Source: an optimization exercise on an open RTL-to-GDS flow (aim: small area, a short achievable clock period and few clock cycles per item). Production flows keep margins and buffers that such runs may drop.
RTL that was checked went through simulation tests only; none was proved equivalent to the original.
Power figures rest on the tool's default switching activity, not on a simulated workload.

==> run G <==
## mmacc_main
module mmacc_main (
  input  wire logic        clk,
  input  wire logic        s_rst_n,
  input  wire logic        ld_en_i,
  input  wire logic [4:0]  ld_add_i,
  input  wire logic [15:0] ld_data_i,
  input  wire logic        cmd_avail_i,
  input  wire logic [1:0]  cmd_slot_i,
  input  wire logic [2:0]  cmd_rot_i,
  input  wire logic        res_avail_i,
  input  wire logic [15:0] res_i,
  output logic             cmd_enquiry_o,
  output logic             feed_vld_o,
  output logic [15:0]      feed_data_o,
  output logic             feed_sop_o,
  output logic             feed_eop_o,
  output logic             sxt_vld_o,
  output logic [15:0]      sxt_data_o,
  output logic             sxt_last_o,
  output logic [1:0]       sxt_slot_o,
  output logic             done_o,
  output logic [1:0]       done_slot_o,
  output logic [3:0]       error_o
);
clock: 5.0 ns
lec_check: 0
cap_margin: 20
core_margin: 2
core_utilization: 40
setup_slack_margin: 2.0
slew_margin: 20
run.sh (not shown) runs the stock make flow with config.mk's settings and CLKGATE_MAP_FILE= SYNTH_SCRIPT=/design/flow/synth_recipe.tcl, a recipe that flattens the netlist after the stock synthesis.
==> run K: changes against run G <==
--- a/flow/design.v
+++ b/flow/design.v
@@ -22,13 +22,13 @@
   output logic [1:0]       sxt_slot_o,
   output logic             done_o,
   output logic [1:0]       done_slot_o,
   output logic [3:0]       error_o
 );
   logic [1:0] t_slot [4];
-  logic [2:0] t_rot  [4];
+  logic [2:0] t_sidx [4];            
   logic [1:0] wr_ptr;                
   logic [2:0] ifc;                   
   logic       tab_full;
   logic       cmd_take;
   logic       x_done;                
   assign tab_full = ifc[2];
@@ -42,13 +42,13 @@
       ifc    <= ifc + 3'(cmd_take) - 3'(x_done);
     end
   end
   always_ff @(posedge clk) begin
     if (cmd_take) begin
       t_slot[wr_ptr] <= cmd_slot_i;
-      t_rot[wr_ptr]  <= cmd_rot_i;
+      t_sidx[wr_ptr] <= 3'd0 - cmd_rot_i;
     end
   end
   logic [31:0][15:0] w;              
   logic [3:0][7:0]   sel_q;          
   logic [3:0][15:0]  rd;             
   always_comb begin
@@ -57,42 +57,52 @@
       for (int i = 0; i < 8; i++) begin
         rd[s] = rd[s] | (w[s*8+i] & {16{sel_q[s][i]}});
       end
     end
   end
   function automatic logic [31:0] oh32(input logic [1:0] s, input logic [2:0] i);
-    oh32 = '0;
-    oh32[{s, i}] = 1'b1;
+    for (int a = 0; a < 32; a++) oh32[a] = ({s, i} == 5'(a));
+  endfunction
+  function automatic logic [3:0] oh4(input logic [1:0] s);
+    for (int a = 0; a < 4; a++) oh4[a] = (s == 2'(a));
+  endfunction
+  function automatic logic [15:0] cneg(input logic [15:0] x, input logic n);
+    logic [15:0] p;
+    p = x;
+    for (int d = 1; d < 16; d = d * 2) begin
+      for (int i = 15; i >= d; i--) p[i] = p[i] | p[i-d];
+    end
+    cneg[0] = x[0];
+    for (int i = 1; i < 16; i++) cneg[i] = x[i] ^ (n & p[i-1]);
   endfunction
   logic       fr_v, fr_last, fr_neg;
-  logic [2:0] fr_j, fr_rot, fr_idx;
+  logic [2:0] fr_j, fr_idx;
   logic [1:0] fr_slot;
   logic [3:0] pf_oh;
   logic [1:0] f_ptr;                 
   logic [2:0] f_cnt;                 
   logic [2:0] fd_ptr;                
   logic       f_free, f_pend, f_start, f_tab;
   logic [1:0] hd_slot, fs_slot;
-  logic [2:0] hd_rot, fs_rot, fs_idx;
+  logic [2:0] hd_sidx, fs_idx;
   assign f_pend  = (f_cnt != 3'd0);
   assign f_free  = ~fr_v | fr_last;
   assign f_start = f_free & (f_pend | cmd_take);
   assign f_tab   = f_pend;
   assign hd_slot = t_slot[f_ptr];
-  assign hd_rot  = t_rot[f_ptr];
+  assign hd_sidx = t_sidx[f_ptr];
   assign fs_slot = f_tab ? hd_slot : cmd_slot_i;
-  assign fs_rot  = f_tab ? hd_rot  : cmd_rot_i;
-  assign fs_idx  = 3'd0 - fs_rot;
+  assign fs_idx  = f_tab ? hd_sidx : 3'd0 - cmd_rot_i;
   logic        fn_v;
   logic [31:0] fn_sel;
   logic [3:0]  fn_oh;
   assign fn_v   = f_start | (fr_v & ~fr_last);
   assign fn_sel = ~fn_v   ? 32'd0 :
                   f_start ? oh32(fs_slot, fs_idx) : oh32(fr_slot, fr_idx + 3'd1);
   assign fn_oh  = ~fn_v   ? 4'd0 :
-                  f_start ? 4'(1) << fs_slot : 4'(1) << fr_slot;
+                  f_start ? oh4(fs_slot) : oh4(fr_slot);
   logic [15:0] pf;
   always_comb begin
     pf = '0;
     for (int s = 0; s < 4; s++) pf = pf | (rd[s] & {16{pf_oh[s]}});
   end
   always_ff @(posedge clk) begin
@@ -109,36 +119,45 @@
     end
   end
   always_ff @(posedge clk) begin
     if (f_start) begin
       fr_j    <= 3'd0;
       fr_last <= 1'b0;
-      fr_rot  <= fs_rot;
       fr_slot <= fs_slot;
       fr_idx  <= fs_idx;
-      fr_neg  <= (fs_rot != 3'd0);
+      fr_neg  <= (fs_idx != 3'd0);
     end else begin
       fr_j    <= fr_j + 3'd1;
       fr_last <= (fr_j == 3'd6);
       fr_idx  <= fr_idx + 3'd1;
-      fr_neg  <= (fr_j + 3'd1) < fr_rot;
-    end
-  end
-  always_ff @(posedge clk) begin
-    if (!s_rst_n) begin
+      fr_neg  <= fr_neg & (fr_idx != 3'd7);
+    end
+  end
+  logic        fq_v, fq_sop, fq_eop, fq_neg;
+  logic [15:0] fq;
+  always_ff @(posedge clk) begin
+    if (!s_rst_n) begin
+      fq_v       <= 1'b0;
+      fq_sop     <= 1'b0;
+      fq_eop     <= 1'b0;
       feed_vld_o <= 1'b0;
       feed_sop_o <= 1'b0;
       feed_eop_o <= 1'b0;
     end else begin
-      feed_vld_o <= fr_v;
-      feed_sop_o <= fr_v & (fr_j == 3'd0);
-      feed_eop_o <= fr_v & fr_last;
-    end
-  end
-  always_ff @(posedge clk) begin
-    feed_data_o <= fr_neg ? -pf : pf;
+      fq_v       <= fr_v;
+      fq_sop     <= fr_v & (fr_j == 3'd0);
+      fq_eop     <= fr_v & fr_last;
+      feed_vld_o <= fq_v;
+      feed_sop_o <= fq_sop;
+      feed_eop_o <= fq_eop;
+    end
+  end
+  always_ff @(posedge clk) begin
+    fq          <= pf;
+    fq_neg      <= fr_neg;
+    feed_data_o <= cneg(fq, fq_neg);
   end
   logic [5:0]  in_pos;               
   logic [15:0] a_q;
   logic        a_v;
   logic        r_v, r_adv;           
   logic [3:0]  pa_oh;
@@ -170,14 +189,14 @@
   assign sl0  = t_slot[tg0[4:3]];
   assign sl1  = t_slot[tg1[4:3]];
   logic [31:0] an_sel0, an_sel1, an_sel;
   logic [3:0]  an_oh0, an_oh1, an_oh;
   assign an_sel0 = rdy0 ? oh32(sl0, tg0[2:0]) : 32'd0;
   assign an_sel1 = rdy1 ? oh32(sl1, tg1[2:0]) : 32'd0;
-  assign an_oh0  = rdy0 ? 4'(1) << sl0 : 4'd0;
-  assign an_oh1  = rdy1 ? 4'(1) << sl1 : 4'd0;
+  assign an_oh0  = rdy0 ? oh4(sl0) : 4'd0;
+  assign an_oh1  = rdy1 ? oh4(sl1) : 4'd0;
   assign an_sel  = res_avail_i ? an_sel1 : an_sel0;
   assign an_oh   = res_avail_i ? an_oh1  : an_oh0;
   always_ff @(posedge clk) begin
     if (!s_rst_n) begin
       in_pos <= '0;
       a_v    <= 1'b0;
@@ -190,41 +209,51 @@
       r_adv  <= res_avail_i ? av1 : av0;
     end
   end
   always_ff @(posedge clk) begin
     if (a_load) a_q <= pa;
   end
+  logic [15:0] sum_q;
+  logic        wq_v;
+  logic [4:0]  wq_add;
+  always_ff @(posedge clk) begin
+    if (!s_rst_n) wq_v <= 1'b0;
+    else          wq_v <= res_avail_i;
+    if (res_avail_i) sum_q <= sum;
+    wq_add <= {in_slot, in_pos[2:0]};
+  end
   logic [15:0] wbus;
   logic [31:0] we;
-  assign wbus = ld_en_i ? ld_data_i : sum;
+  assign wbus = ld_en_i ? ld_data_i : sum_q;
   assign we   = (ld_en_i ? oh32(ld_add_i[4:3], ld_add_i[2:0]) : 32'd0)
-              | (res_avail_i ? oh32(in_slot, in_pos[2:0]) : 32'd0);
+              | (wq_v ? oh32(wq_add[4:3], wq_add[2:0]) : 32'd0);
   always_ff @(posedge clk) begin
     for (int a = 0; a < 32; a++) begin
       if (we[a]) w[a] <= wbus;
     end
   end
   logic       x_b0, x_b1;
   logic [2:0] xb;                    
   logic [1:0] x_slot;
   logic [3:0] px_oh;
   logic [15:0] w0, px;
+  logic [15:0] xr;                   
   assign x_b0   = res_avail_i & (in_pos[2:0] == 3'd6);
   assign x_b1   = res_avail_i & (in_pos[2:0] == 3'd7);
   assign x_done = (xb == 3'd7);
   always_comb begin
     w0 = '0;
     for (int s = 0; s < 4; s++) w0 = w0 | (w[s*8] & {16{in_slot == 2'(s)}});
     px = '0;
     for (int s = 0; s < 4; s++) px = px | (rd[s] & {16{px_oh[s]}});
   end
   logic        xn_v;
   logic [2:0]  xn_idx;
   logic [31:0] xn_sel;
-  assign xn_v   = x_b1 | ((xb != 3'd0) & (xb != 3'd7));
-  assign xn_idx = x_b1 ? 3'd6 : 3'd7 - xb;
+  assign xn_v   = x_b1 | ((xb != 3'd0) & (xb < 3'd6));
+  assign xn_idx = x_b1 ? 3'd5 : 3'd6 - xb;
   assign xn_sel = xn_v ? oh32(x_slot, xn_idx) : 32'd0;
   always_ff @(posedge clk) begin
     if (!s_rst_n) begin
       xb         <= '0;
       sxt_vld_o  <= 1'b0;
       sxt_last_o <= 1'b0;
@@ -233,22 +262,23 @@
       sxt_vld_o  <= x_b0 | x_b1 | (xb != 3'd0);
       sxt_last_o <= x_done;
     end
   end
   always_ff @(posedge clk) begin
     if (x_b0) x_slot <= in_slot;
-    sxt_data_o <= x_b0 ? w0 : x_b1 ? nsum : -px;
+    xr         <= x_b1 ? sum_q : px;
+    sxt_data_o <= x_b0 ? w0 : x_b1 ? nsum : cneg(xr, 1'b1);
   end
   assign sxt_slot_o  = x_slot;
   assign done_o      = sxt_last_o;
   assign done_slot_o = x_slot;
   always_ff @(posedge clk) begin
     sel_q <= fn_sel | an_sel | xn_sel;
     pf_oh <= fn_oh;
     pa_oh <= an_oh;
-    px_oh <= xn_v ? 4'(1) << x_slot : 4'd0;
+    px_oh <= xn_v ? oh4(x_slot) : 4'd0;
   end
   logic [2:0] enq_cnt;
   always_ff @(posedge clk) begin
     if (!s_rst_n) begin
       enq_cnt       <= 3'd4;
       cmd_enquiry_o <= 1'b0;
Settings changed: CORE_UTILIZATION 40 to 60, SETUP_SLACK_MARGIN 2.0 to 2.5.
==> run C: changes against run G <==
--- a/flow/design.v
+++ b/flow/design.v
@@ -22,13 +22,13 @@
   output logic [1:0]       sxt_slot_o,
   output logic             done_o,
   output logic [1:0]       done_slot_o,
   output logic [3:0]       error_o
 );
   logic [1:0] t_slot [4];
-  logic [2:0] t_rot  [4];
+  logic [2:0] t_sidx [4];            
   logic [1:0] wr_ptr;                
   logic [2:0] ifc;                   
   logic       tab_full;
   logic       cmd_take;
   logic       x_done;                
   assign tab_full = ifc[2];
@@ -42,13 +42,13 @@
       ifc    <= ifc + 3'(cmd_take) - 3'(x_done);
     end
   end
   always_ff @(posedge clk) begin
     if (cmd_take) begin
       t_slot[wr_ptr] <= cmd_slot_i;
-      t_rot[wr_ptr]  <= cmd_rot_i;
+      t_sidx[wr_ptr] <= 3'd0 - cmd_rot_i;
     end
   end
   logic [31:0][15:0] w;              
   logic [3:0][7:0]   sel_q;          
   logic [3:0][15:0]  rd;             
   always_comb begin
@@ -57,42 +57,52 @@
       for (int i = 0; i < 8; i++) begin
         rd[s] = rd[s] | (w[s*8+i] & {16{sel_q[s][i]}});
       end
     end
   end
   function automatic logic [31:0] oh32(input logic [1:0] s, input logic [2:0] i);
-    oh32 = '0;
-    oh32[{s, i}] = 1'b1;
+    for (int a = 0; a < 32; a++) oh32[a] = ({s, i} == 5'(a));
+  endfunction
+  function automatic logic [3:0] oh4(input logic [1:0] s);
+    for (int a = 0; a < 4; a++) oh4[a] = (s == 2'(a));
+  endfunction
+  function automatic logic [15:0] cneg(input logic [15:0] x, input logic n);
+    logic [15:0] p;
+    p = x;
+    for (int d = 1; d < 16; d = d * 2) begin
+      for (int i = 15; i >= d; i--) p[i] = p[i] | p[i-d];
+    end
+    cneg[0] = x[0];
+    for (int i = 1; i < 16; i++) cneg[i] = x[i] ^ (n & p[i-1]);
   endfunction
   logic       fr_v, fr_last, fr_neg;
-  logic [2:0] fr_j, fr_rot, fr_idx;
+  logic [2:0] fr_j, fr_idx;
   logic [1:0] fr_slot;
   logic [3:0] pf_oh;
   logic [1:0] f_ptr;                 
   logic [2:0] f_cnt;                 
   logic [2:0] fd_ptr;                
   logic       f_free, f_pend, f_start, f_tab;
   logic [1:0] hd_slot, fs_slot;
-  logic [2:0] hd_rot, fs_rot, fs_idx;
+  logic [2:0] hd_sidx, fs_idx;
   assign f_pend  = (f_cnt != 3'd0);
   assign f_free  = ~fr_v | fr_last;
   assign f_start = f_free & (f_pend | cmd_take);
   assign f_tab   = f_pend;
   assign hd_slot = t_slot[f_ptr];
-  assign hd_rot  = t_rot[f_ptr];
+  assign hd_sidx = t_sidx[f_ptr];
   assign fs_slot = f_tab ? hd_slot : cmd_slot_i;
-  assign fs_rot  = f_tab ? hd_rot  : cmd_rot_i;
-  assign fs_idx  = 3'd0 - fs_rot;
+  assign fs_idx  = f_tab ? hd_sidx : 3'd0 - cmd_rot_i;
   logic        fn_v;
   logic [31:0] fn_sel;
   logic [3:0]  fn_oh;
   assign fn_v   = f_start | (fr_v & ~fr_last);
   assign fn_sel = ~fn_v   ? 32'd0 :
                   f_start ? oh32(fs_slot, fs_idx) : oh32(fr_slot, fr_idx + 3'd1);
   assign fn_oh  = ~fn_v   ? 4'd0 :
-                  f_start ? 4'(1) << fs_slot : 4'(1) << fr_slot;
+                  f_start ? oh4(fs_slot) : oh4(fr_slot);
   logic [15:0] pf;
   always_comb begin
     pf = '0;
     for (int s = 0; s < 4; s++) pf = pf | (rd[s] & {16{pf_oh[s]}});
   end
   always_ff @(posedge clk) begin
@@ -109,36 +119,45 @@
     end
   end
   always_ff @(posedge clk) begin
     if (f_start) begin
       fr_j    <= 3'd0;
       fr_last <= 1'b0;
-      fr_rot  <= fs_rot;
       fr_slot <= fs_slot;
       fr_idx  <= fs_idx;
-      fr_neg  <= (fs_rot != 3'd0);
+      fr_neg  <= (fs_idx != 3'd0);
     end else begin
       fr_j    <= fr_j + 3'd1;
       fr_last <= (fr_j == 3'd6);
       fr_idx  <= fr_idx + 3'd1;
-      fr_neg  <= (fr_j + 3'd1) < fr_rot;
-    end
-  end
-  always_ff @(posedge clk) begin
-    if (!s_rst_n) begin
+      fr_neg  <= fr_neg & (fr_idx != 3'd7);
+    end
+  end
+  logic        fq_v, fq_sop, fq_eop, fq_neg;
+  logic [15:0] fq;
+  always_ff @(posedge clk) begin
+    if (!s_rst_n) begin
+      fq_v       <= 1'b0;
+      fq_sop     <= 1'b0;
+      fq_eop     <= 1'b0;
       feed_vld_o <= 1'b0;
       feed_sop_o <= 1'b0;
       feed_eop_o <= 1'b0;
     end else begin
-      feed_vld_o <= fr_v;
-      feed_sop_o <= fr_v & (fr_j == 3'd0);
-      feed_eop_o <= fr_v & fr_last;
-    end
-  end
-  always_ff @(posedge clk) begin
-    feed_data_o <= fr_neg ? -pf : pf;
+      fq_v       <= fr_v;
+      fq_sop     <= fr_v & (fr_j == 3'd0);
+      fq_eop     <= fr_v & fr_last;
+      feed_vld_o <= fq_v;
+      feed_sop_o <= fq_sop;
+      feed_eop_o <= fq_eop;
+    end
+  end
+  always_ff @(posedge clk) begin
+    fq          <= pf;
+    fq_neg      <= fr_neg;
+    feed_data_o <= cneg(fq, fq_neg);
   end
   logic [5:0]  in_pos;               
   logic [15:0] a_q;
   logic        a_v;
   logic        r_v, r_adv;           
   logic [3:0]  pa_oh;
@@ -170,14 +189,14 @@
   assign sl0  = t_slot[tg0[4:3]];
   assign sl1  = t_slot[tg1[4:3]];
   logic [31:0] an_sel0, an_sel1, an_sel;
   logic [3:0]  an_oh0, an_oh1, an_oh;
   assign an_sel0 = rdy0 ? oh32(sl0, tg0[2:0]) : 32'd0;
   assign an_sel1 = rdy1 ? oh32(sl1, tg1[2:0]) : 32'd0;
-  assign an_oh0  = rdy0 ? 4'(1) << sl0 : 4'd0;
-  assign an_oh1  = rdy1 ? 4'(1) << sl1 : 4'd0;
+  assign an_oh0  = rdy0 ? oh4(sl0) : 4'd0;
+  assign an_oh1  = rdy1 ? oh4(sl1) : 4'd0;
   assign an_sel  = res_avail_i ? an_sel1 : an_sel0;
   assign an_oh   = res_avail_i ? an_oh1  : an_oh0;
   always_ff @(posedge clk) begin
     if (!s_rst_n) begin
       in_pos <= '0;
       a_v    <= 1'b0;
@@ -190,41 +209,51 @@
       r_adv  <= res_avail_i ? av1 : av0;
     end
   end
   always_ff @(posedge clk) begin
     if (a_load) a_q <= pa;
   end
+  logic [15:0] sum_q;
+  logic        wq_v;
+  logic [4:0]  wq_add;
+  always_ff @(posedge clk) begin
+    if (!s_rst_n) wq_v <= 1'b0;
+    else          wq_v <= res_avail_i;
+    if (res_avail_i) sum_q <= sum;
+    wq_add <= {in_slot, in_pos[2:0]};
+  end
   logic [15:0] wbus;
   logic [31:0] we;
-  assign wbus = ld_en_i ? ld_data_i : sum;
+  assign wbus = ld_en_i ? ld_data_i : sum_q;
   assign we   = (ld_en_i ? oh32(ld_add_i[4:3], ld_add_i[2:0]) : 32'd0)
-              | (res_avail_i ? oh32(in_slot, in_pos[2:0]) : 32'd0);
+              | (wq_v ? oh32(wq_add[4:3], wq_add[2:0]) : 32'd0);
   always_ff @(posedge clk) begin
     for (int a = 0; a < 32; a++) begin
       if (we[a]) w[a] <= wbus;
     end
   end
   logic       x_b0, x_b1;
   logic [2:0] xb;                    
   logic [1:0] x_slot;
   logic [3:0] px_oh;
   logic [15:0] w0, px;
+  logic [15:0] xr;                   
   assign x_b0   = res_avail_i & (in_pos[2:0] == 3'd6);
   assign x_b1   = res_avail_i & (in_pos[2:0] == 3'd7);
   assign x_done = (xb == 3'd7);
   always_comb begin
     w0 = '0;
     for (int s = 0; s < 4; s++) w0 = w0 | (w[s*8] & {16{in_slot == 2'(s)}});
     px = '0;
     for (int s = 0; s < 4; s++) px = px | (rd[s] & {16{px_oh[s]}});
   end
   logic        xn_v;
   logic [2:0]  xn_idx;
   logic [31:0] xn_sel;
-  assign xn_v   = x_b1 | ((xb != 3'd0) & (xb != 3'd7));
-  assign xn_idx = x_b1 ? 3'd6 : 3'd7 - xb;
+  assign xn_v   = x_b1 | ((xb != 3'd0) & (xb < 3'd6));
+  assign xn_idx = x_b1 ? 3'd5 : 3'd6 - xb;
   assign xn_sel = xn_v ? oh32(x_slot, xn_idx) : 32'd0;
   always_ff @(posedge clk) begin
     if (!s_rst_n) begin
       xb         <= '0;
       sxt_vld_o  <= 1'b0;
       sxt_last_o <= 1'b0;
@@ -233,22 +262,23 @@
       sxt_vld_o  <= x_b0 | x_b1 | (xb != 3'd0);
       sxt_last_o <= x_done;
     end
   end
   always_ff @(posedge clk) begin
     if (x_b0) x_slot <= in_slot;
-    sxt_data_o <= x_b0 ? w0 : x_b1 ? nsum : -px;
+    xr         <= x_b1 ? sum_q : px;
+    sxt_data_o <= x_b0 ? w0 : x_b1 ? nsum : cneg(xr, 1'b1);
   end
   assign sxt_slot_o  = x_slot;
   assign done_o      = sxt_last_o;
   assign done_slot_o = x_slot;
   always_ff @(posedge clk) begin
     sel_q <= fn_sel | an_sel | xn_sel;
     pf_oh <= fn_oh;
     pa_oh <= an_oh;
-    px_oh <= xn_v ? 4'(1) << x_slot : 4'd0;
+    px_oh <= xn_v ? oh4(x_slot) : 4'd0;
   end
   logic [2:0] enq_cnt;
   always_ff @(posedge clk) begin
     if (!s_rst_n) begin
       enq_cnt       <= 3'd4;
       cmd_enquiry_o <= 1'b0;
Settings changed: CTS_CLUSTER_DIAMETER set to 80, CTS_CLUSTER_SIZE set to 30, SETUP_SLACK_MARGIN 2.0 to 2.5.
==> results.txt <==
| metric | run C | run K | run G |
|---|---|---|---|
| Global-route met3 utilization | 3.99% | 9.69% | 7.68% |
| Clock network share of area | 3.46% | 6.21% | 6.48% |
| Outcome | no timing/DRC/antenna violations | no timing/DRC/antenna violations | no timing/DRC/antenna violations |
| Area share of the largest cell type after synthesis | 56.2% | 56.2% | 54.0% |
| Worst setup path category | in -> reg | reg -> reg | reg -> reg |
| Placement Cell Area | 32600 um^2 | 32200 um^2 | 33300 um^2 |
| Worst-Margin Slew | 1.09 ns | 1.17 ns | 1.30 ns |
| Combinational cell power | 4.20 mW | 4.15 mW | 7.77 mW |
| Path depth of the worst reg2reg path | 10 | 12 | 12 |
| DR vias/cell | 6.20 | 6.85 | 6.38 |
| Time the worst path needs with I/O delays and setup | 2.64 ns | 2.59 ns | 3.12 ns |
| Via count of the first global-routing pass | 19959 | 20185 | 21881 |
| Most frequent CP cell | - | sky130_fd_sc_hd__ha_4 | sky130_fd_sc_hd__ha_4 |
Testbench counts of run K, summed over its fixed seeds: cycles 2,958, items 256.
Testbench counts of run C, summed over its fixed seeds: cycles 2,958, items 256.
Function not checked in run G: the RTL went through the layout flow alone.

[afterwards: timing with drivers on the ports]
No port has a modelled driver above. Below, the same layouts with a new extraction and two added sets of constraints.
Step 1: set_driving_cell puts a clkbuf_16 on clk and a buf_2 on each other input, an assumption about the parent block.
Step 2 adds t to the input delays and takes it off the output delays; t is the mean of the earliest and latest rising clock arrival at the registers after step 1. Input paths then give back, and output paths get back, about the clock's delay inside the block.
Slacks: ideal / step 1 / step 2; pairs: ideal / step 1.
run | t, ns | slack for setup (ns) | hold WS [ns] | clock arrival spread, ns
run G | 0.691 | 1.880 / 1.880 / 1.263 | 0.470 / 0.470 / 0.470 | 0.036 / 0.035
run K | 0.674 | 2.414 / 2.414 / 1.786 | 0.429 / 0.429 / 0.429 | 0.028 / 0.028
run C | 0.665 | 2.357 / 2.389 / 1.725 | 0.444 / 0.444 / 0.444 | 0.032 / 0.031
After both steps every run listed still meets setup and hold. The setup slack of run C, which loses most, moves by +0.032 ns with the drivers and by -0.632 ns with both steps.
